This design comes from an exercise in tuning for small area and a short achievable clock period on the open sky130 flow, not from production work. The RTL was checked by simulation tests, not by an equivalence proof against the original design. Power is estimated from default activity; no workload was simulated.

**constraint.sdc**
```tcl
create_clock -name core_clock -period 4.0 [get_ports {px_clk}]
set_input_delay 0.8000 -clock core_clock [delete_from_list [all_inputs] [get_ports {px_clk}]]
set_output_delay 0.8000 -clock core_clock [all_outputs]
set_load 0.01 [all_outputs]
```
**config.mk**
```make
export PLATFORM = sky130hd
export DESIGN_NAME = px_deser_top
export DESIGN_NICKNAME = px_deser_top
export VERILOG_FILES = /design/flow/design.v
export SDC_FILE = /design/flow/constraint.sdc
export NUM_CORES = 4
export LEC_CHECK = 0
export CAP_MARGIN = 20
export CORE_MARGIN = 2
export CORE_UTILIZATION = 40
export SLEW_MARGIN = 20
```
**run.sh**
```bash
#!/bin/bash
# synth_recipe.tcl (not shown) runs the flow's synth.tcl, then flattens the netlist and writes it again
# the make line also repeats each setting of config.mk as NAME=value (left out here)
make -C /OpenROAD-flow-scripts/flow DESIGN_CONFIG=/design/flow/config.mk WORK_HOME=/design/flow/orfs CLKGATE_MAP_FILE= SYNTH_SCRIPT=/design/flow/synth_recipe.tcl finish
```
**design.v**
```verilog
package px_deser_pkg;
   localparam int LANE_BITS      = 8;     
   localparam int PX_BITS        = 7;     
   localparam int FIFO_AW        = 5;     
   localparam int SEQ_BITS       = 3;     
   localparam int NUM_DATA_LANES = 4;     
   typedef logic [LANE_BITS-1:0] lane_word_t;
   typedef logic [PX_BITS-1:0]   pixel_t;
   typedef logic [FIFO_AW-1:0]   fifo_addr_t;
   typedef logic [SEQ_BITS-1:0]  gear_seq_t;
   typedef struct packed {
      logic                                 word_valid;    
      lane_word_t                           clk_word;      
      lane_word_t [NUM_DATA_LANES-1:0]      data_words;    
   } rx_words_s;
   typedef struct packed {
      pixel_t                               clk_px;        
      pixel_t [NUM_DATA_LANES-1:0]          data_px;       
   } px_out_s;
endpackage
module lane_fifo (
   input  logic                   px_clk,
   input  logic                   px_rst_n,
   input  logic                   wr_en,       
   input  px_deser_pkg::lane_word_t wr_word,
   input  px_deser_pkg::fifo_addr_t wr_addr,
   input  px_deser_pkg::fifo_addr_t rd_addr,
   output px_deser_pkg::lane_word_t rd_word
);
   localparam int DEPTH = 2 ** px_deser_pkg::FIFO_AW;
   px_deser_pkg::lane_word_t wr_word_q;                
   px_deser_pkg::lane_word_t mem [DEPTH];              
   always_ff @(posedge px_clk or negedge px_rst_n) begin
      if (!px_rst_n) begin
         wr_word_q <= '0;
      end else begin
         wr_word_q <= wr_word;
      end
   end
   always_ff @(posedge px_clk) begin
      if (wr_en) begin
         mem[wr_addr] <= wr_word_q;                    
      end
   end
   assign rd_word = mem[rd_addr];
endmodule
module gearbox_sequencer #(
   parameter int WR_START = 16              
) (
   input  logic                     px_clk,
   input  logic                     px_rst_n,
   input  logic                     word_valid,
   input  logic                     rd_enable,
   output logic                     wr_en,
   output px_deser_pkg::fifo_addr_t wr_addr,
   output px_deser_pkg::fifo_addr_t rd_addr,
   output px_deser_pkg::gear_seq_t  rd_seq
);
   localparam px_deser_pkg::gear_seq_t SEQ_HOLD = 3'd6;    
   always_ff @(posedge px_clk or negedge px_rst_n) begin
      if (!px_rst_n) begin
         wr_en   <= 1'b0;
         wr_addr <= px_deser_pkg::fifo_addr_t'(WR_START);    
      end else begin
         wr_en <= word_valid;
         if (wr_en) begin
            wr_addr <= wr_addr + px_deser_pkg::fifo_addr_t'(1);
         end
      end
   end
   always_ff @(posedge px_clk or negedge px_rst_n) begin
      if (!px_rst_n) begin
         rd_addr <= '0;
      end else if (rd_seq != SEQ_HOLD) begin
         rd_addr <= rd_addr + px_deser_pkg::fifo_addr_t'(1);
      end
   end
   always_ff @(posedge px_clk or negedge px_rst_n) begin
      if (!px_rst_n) begin
         rd_seq <= '0;
      end else begin
         rd_seq <= rd_seq + px_deser_pkg::gear_seq_t'(rd_enable);    
      end
   end
endmodule
module gearbox_8to7 (
   input  logic                     px_clk,
   input  logic                     px_rst_n,
   input  px_deser_pkg::lane_word_t rd_word,    
   input  px_deser_pkg::gear_seq_t  rd_seq,
   output px_deser_pkg::pixel_t     px
);
   logic [px_deser_pkg::LANE_BITS-1:1] rd_last;   
   always_ff @(posedge px_clk) begin
      rd_last <= rd_word[px_deser_pkg::LANE_BITS-1:1];
   end
   always_ff @(posedge px_clk or negedge px_rst_n) begin
      if (!px_rst_n) begin
         px <= '0;
      end else begin
         case (rd_seq)
            3'd0: begin
               px <= rd_word[6:0];                        
            end
            3'd1: begin
               px <= {rd_word[5:0], rd_last[7]};
            end
            3'd2: begin
               px <= {rd_word[4:0], rd_last[7:6]};
            end
            3'd3: begin
               px <= {rd_word[3:0], rd_last[7:5]};
            end
            3'd4: begin
               px <= {rd_word[2:0], rd_last[7:4]};
            end
            3'd5: begin
               px <= {rd_word[1:0], rd_last[7:3]};
            end
            3'd6: begin
               px <= {rd_word[0], rd_last[7:2]};          
            end
            default: begin
               px <= rd_last[7:1];                       
            end
         endcase
      end
   end
endmodule
module px_align_ctrl #(
   parameter px_deser_pkg::pixel_t CLK_PATTERN = 7'b1100011,   
   parameter int                   GOOD_COUNT  = 8             
) (
   input  logic                 px_clk,
   input  logic                 locked_and_idlyrdy,    
   input  logic                 rx_ready,              
   input  px_deser_pkg::pixel_t clk_px,
   output logic                 px_rst_n,
   output logic                 rd_enable,
   output logic                 px_ready
);
   localparam int GOOD_W = $clog2(GOOD_COUNT + 1);
   localparam int SYNC_STAGES = 4;
   localparam logic [2:0] WAIT_LAST = 3'd5;             
   typedef enum logic [1:0] {
      ST_CHECK,
      ST_SLIP_WAIT,
      ST_DONE
   } align_state_e;
   logic [SYNC_STAGES-1:0] rst_sync;
   logic [SYNC_STAGES-1:0] rdy_sync;
   logic                   rx_ready_px;                
   align_state_e           state;
   logic [2:0]             wait_cnt;
   logic [GOOD_W-1:0]      good_cnt;
   always_ff @(posedge px_clk or negedge locked_and_idlyrdy) begin
      if (!locked_and_idlyrdy) begin
         rst_sync <= '0;
      end else begin
         rst_sync <= {rst_sync[SYNC_STAGES-2:0], 1'b1};
      end
   end
   assign px_rst_n = rst_sync[SYNC_STAGES-1];
   always_ff @(posedge px_clk or negedge rx_ready) begin
      if (!rx_ready) begin
         rdy_sync <= '0;
      end else begin
         rdy_sync <= {rdy_sync[SYNC_STAGES-2:0], 1'b1};
      end
   end
   assign rx_ready_px = rdy_sync[SYNC_STAGES-1];
   always_ff @(posedge px_clk or negedge px_rst_n) begin
      if (!px_rst_n) begin
         state     <= ST_SLIP_WAIT;
         wait_cnt  <= '0;
         good_cnt  <= '0;
         rd_enable <= 1'b0;
      end else if (rx_ready_px) begin                
         case (state)
            ST_CHECK: begin
               if (clk_px == CLK_PATTERN) begin
                  rd_enable <= 1'b1;
                  if (good_cnt == GOOD_W'(GOOD_COUNT - 1)) begin
                     state <= ST_DONE;                  
                  end else begin
                     good_cnt <= good_cnt + GOOD_W'(1);
                  end
               end else begin
                  rd_enable <= 1'b0;                   
                  good_cnt  <= '0;
                  wait_cnt  <= '0;
                  state     <= ST_SLIP_WAIT;
               end
            end
            ST_SLIP_WAIT: begin
               rd_enable <= 1'b1;
               if (wait_cnt == WAIT_LAST) begin
                  state <= ST_CHECK;
               end else begin
                  wait_cnt <= wait_cnt + 3'd1;
               end
            end
            default: begin
               rd_enable <= 1'b1;                      
            end
         endcase
      end
   end
   always_ff @(posedge px_clk or negedge px_rst_n) begin
      if (!px_rst_n) begin
         px_ready <= 1'b0;
      end else begin
         px_ready <= (state == ST_DONE);
      end
   end
endmodule
module px_deser_top #(
   parameter px_deser_pkg::pixel_t CLK_PATTERN = 7'b1100011,
   parameter int                   WR_START    = 16,
   parameter int                   GOOD_COUNT  = 8
) (
   input  logic                    px_clk,
   input  logic                    locked_and_idlyrdy,    
   input  logic                    rx_ready,              
   input  logic [40:0]             rx_words,              
   output logic [34:0]             px_out,                
   output logic [2:0]              px_rd_seq,
   output logic                    px_ready
);
   localparam int NUM_LANES = px_deser_pkg::NUM_DATA_LANES + 1;
   logic                                     px_rst_n;      
   logic                                     rd_enable;
   logic                                     wr_en;
   px_deser_pkg::fifo_addr_t                 wr_addr;
   px_deser_pkg::fifo_addr_t                 rd_addr;
   px_deser_pkg::lane_word_t [NUM_LANES-1:0] lane_in;       
   px_deser_pkg::lane_word_t [NUM_LANES-1:0] lane_rd;
   px_deser_pkg::pixel_t     [NUM_LANES-1:0] lane_px;
   px_deser_pkg::rx_words_s                  rx_words_s;
   assign rx_words_s = px_deser_pkg::rx_words_s'(rx_words);
   assign lane_in = {rx_words_s.data_words, rx_words_s.clk_word};
   assign px_out  = {lane_px[0], lane_px[NUM_LANES-1:1]};   
   px_align_ctrl #(
      .CLK_PATTERN        (CLK_PATTERN),
      .GOOD_COUNT         (GOOD_COUNT)
   ) i_align_ctrl (
      .px_clk             (px_clk),
      .locked_and_idlyrdy (locked_and_idlyrdy),
      .rx_ready           (rx_ready),
      .clk_px             (lane_px[0]),                    
      .px_rst_n           (px_rst_n),
      .rd_enable          (rd_enable),
      .px_ready           (px_ready)
   );
   gearbox_sequencer #(
      .WR_START           (WR_START)
   ) i_sequencer (
      .px_clk             (px_clk),
      .px_rst_n           (px_rst_n),
      .word_valid         (rx_words_s.word_valid),
      .rd_enable          (rd_enable),
      .wr_en              (wr_en),
      .wr_addr            (wr_addr),
      .rd_addr            (rd_addr),
      .rd_seq             (px_rd_seq)
   );
   for (genvar g = 0; g < NUM_LANES; g++) begin : g_lane
      lane_fifo i_fifo (
         .px_clk   (px_clk),
         .px_rst_n (px_rst_n),
         .wr_en    (wr_en),
         .wr_word  (lane_in[g]),
         .wr_addr  (wr_addr),
         .rd_addr  (rd_addr),
         .rd_word  (lane_rd[g])
      );
      gearbox_8to7 i_gearbox (
         .px_clk   (px_clk),
         .px_rst_n (px_rst_n),
         .rd_word  (lane_rd[g]),
         .rd_seq   (px_rd_seq),
         .px       (lane_px[g])                          
      );
   end
endmodule
```
==> results.txt <==
==> final cells by class <==
type	instances	area, µm²	share of cell area (%)
timing repair buffer	245	2320	3.63
clock inverter	82	761	1.19
sequential	1423	41900	65.6
antenna	4	10.0	0.0157
tap	1794	2240	3.51
multi-input combinational	1219	12600	19.8
clock buffer	186	3940	6.17
inverter	20	75.1	0.118
==> state kept, by name, summed over array words and instances (netlist names) <==
signal and flops:
g_lane.i_fifo.mem 1280, g_lane.i_fifo.wr_word_q 40, g_lane.i_gearbox.px 35, g_lane.i_gearbox.rd_last 35, i_align_ctrl.good_cnt 4, i_align_ctrl.px_ready 1, i_align_ctrl.rd_enable 1, i_align_ctrl.rdy_sync 4
i_align_ctrl.rst_sync 4, i_align_ctrl.state 2, i_align_ctrl.wait_cnt 3, i_sequencer.rd_addr 5, i_sequencer.rd_seq 3, i_sequencer.wr_addr 5, i_sequencer.wr_en 1
==> how the worst max path moves through the flow <==
stage	end	slack, ps	cells past startpoint
after CTS	g_lane[4].i_gearbox.px[6]	270	10
after global placement	g_lane[4].i_gearbox.px[6]	330	10
after detailed placement	g_lane[4].i_gearbox.px[6]	270	10
after global routing	g_lane[0].i_gearbox.px[6]	190	9
final	g_lane[4].i_gearbox.px[6]	320	10
after floorplan	g_lane[0].i_fifo.mem[24][0]	-170	3
==> where the power goes <==
group | switching, mW | leakage [nW] | total [mW] | internal, mW
registers | 1.16 | 13.1 | 18.7 | 17.6
clock network | 5.66 | 2.28 | 13.3 | 7.65
logic | 9.13 | 5.77 | 15.5 | 6.34
==> cells by family after synthesis <==
logic type      synth area share (%)
xor+xnor                       0.174
other cells                  0.00677
flops                           75.6
simple gates                    2.87
compound gates                  4.93
fa+ha+maj                      0.226
buf+inv                         2.02
mux                             14.2
==> cell usage in the layout (no fill, tap or decap), types with 24 or more instances in the layout <==
cell | netlist | layout
edfxtp_1 | 1280 | 1280
mux2i_1 | 217 | 217
mux4_2 | 208 | 208
clkbuf_16 | 0 | 149
buf_4 | 31 | 141
nand2_1 | 120 | 120
dfrtp_1 | 106 | 96
nor2_1 | 104 | 82
clkdlybuf4s50_1 | 0 | 82
a21oi_1 | 68 | 68
a22oi_1 | 61 | 61
o21ai_0 | 46 | 46
dfxtp_1 | 35 | 35
o221ai_1 | 31 | 31
clkbuf_1 | 53 | 30
mux4_1 | 28 | 28
o22ai_1 | 27 | 27
nand3_1 | 26 | 26
clkinv_2 | 0 | 25
a221oi_1 | 24 | 24
==> layer usage <==
layer  routed length [µm]  up-vias  part of all wire, %  global-route usage [%]
met5                    7        -               0.0046                       0
met3                12400      227                  8.2                    3.38
met2                71500     1572                   47                    33.9
met1                64600    15900                   43                    31.0
met4                 3460        2                  2.3                    5.80
li1                     -    12100                    -                       -
==> through the flow <==
stage	total power, mW	hold WS, ps	worst slack [ps]
floorplan	28.6	331	-171
global placement	34.1	337	329
detailed placement	34.4	336	266
CTS	47.6	184	270
global route	49.2	212	186
finish	47.5	228	322
==> flow_summary.ini <==
[outcome]
status = no timing/DRC/antenna violations

[clock_tree]
clockRootBuffer = clkbuf_16
postCtsSetupRepairBufs = 0
h-tree-depth = 4
cts_max_path_buffers = 3
clkTransAtPathRegs_ps = 60
clock_latency_ps = 770
cts.repair.resized = 0
cts_tree = done
hold_buffers = 0
cts_buffers = 145
cts.sinks = 1423

[sta]
min_period_ps = 3680
slew_viol_final = 0
rsz0062_at_grt = no
max_freq_mhz = 272
hold_viol = 0
setup_violations = 0
setup_tns_ps = 0
finClkSkew_ps = 26.3
tightest_slew_ps = 1130
slew_headroom_pct = 24.6
fin_crit_sh_pct = 91.9

[logic_synthesis]
synthCells = 2819
yosys-top-cells-count = edfxtp_1, mux2i_1, mux4_2
yosys_most_used_dff = edfxtp_1
synth-async-reset-ratio_pct = 7.59
yosys_register_bits = 1423
yosys.cell_count.top_type = edfxtp_1
ys_seq_area_share_pct = 75.6
synth_edf_count = 1280
ys_types = 95
yosys.area.top_type = edfxtp_1
yosysTopAreaCellShare_pct = 69.4
synth_area_mm2 = 0.0554
yosysWarningCount = 4
synthTopCellsByArea = edfxtp_1, mux4_2, dfrtp_1
syn_area_per_cell_um2 = 19.6

[detailed_routing]
first_pass_iters = 8
wl_mm = 152
drc = 0
detail-route-antenna-nets = 0
drt_iter0_drc = 4063
dr_total_vias = 29800
routedWlPerCell_um = 30.6
routed_via_density = 5.98

[critical_path]
end_kind = flop
max_stage_delay_ps = 880
start_kind = flop
worstReg2RegEnd = g_lane[4].i_gearbox.px[6]
crit_type = reg2reg
crit_family = buffers and inverters
slowest_stage = dfrtp_4
required_ps = 4710
worstPathArrival_ps = 4390
critPathMaxFanout = 41
path_buf_inv = 5
reg2reg_slack_ps = 320
critPathLaunch = i_sequencer.rd_addr[1]
worstPathCellList = buf_12 -> buf_4 -> nor2b_1 -> buf_4 -> a21oi_1 -> a22oi_1 -> buf_4 -> mux2i_1 -> a211oi_1 -> buf_4
reg2regPathDepth = 10
cpMostUsedCell = buf_4
rr_startpoint = i_sequencer.rd_addr[1]

[global_route]
antenna_found_initial = 6
grt_max_degree = 67
track_usage_pct = 21.4
grt.overflow.total = 0
first_global_vias = 29400
grt_pass1_wl_mm = 216

[power]
power.density_mw_per_mm2 = 744
power.leakage_nw = 21.1
vdd_ir_drop_max_uv = 473

[floorplan]
dieHeight_um = 376
coreArea_mm2 = 0.137
dieWidth_um = 376
ios = 83
fp-row-count = 136
die-area_mm2 = 0.141
start_util_pct = 40.3

[final_layout]
syn_to_final_growth_pct = 15.3
stdcell_area_mm2 = 0.0639
utilization_pct = 46.5
drive_above_1_share_pct = 21.5
num-nets-final = 3108
nFillCells = 11300
fin_cells = 4973

[place]
dp.cells = 4701
hpwl_mm = 87.8
place.gp.congestion = 0.876
port_buffers = 82
placed_cell_area_mm2 = 0.0592

[run]
maxCapViolCount = 0

[hold_path]
hold_path.class = in2async

separate check: timing with driven ports:
How much do the figures lean on ideal ports? The routed layout below was timed once more, with nothing changed but the port constraints.
Step 1 sets driving cells, clkbuf_16 on the clock port and buf_2 on the other inputs (assumed; they add their load-dependent delay and slew).
Step 2 moves the port delays by t, midway between the first and last clock arrival at a register: inputs arrive t later, outputs are due t later. That takes back most of the time a late clock gives input paths.
Slacks: ideal / step 1 / step 2; pairs: ideal / step 1.
shift t [ns]: 0.841
setup WS [ns]: 0.322 / 0.322 / 0.322
hold WS [ns]: 0.228 / 0.169 / 0.346
After both steps setup and hold are still met in this run. The setup slack of this run moves by 0.000 ns with the drivers and by 0.000 ns with both steps.
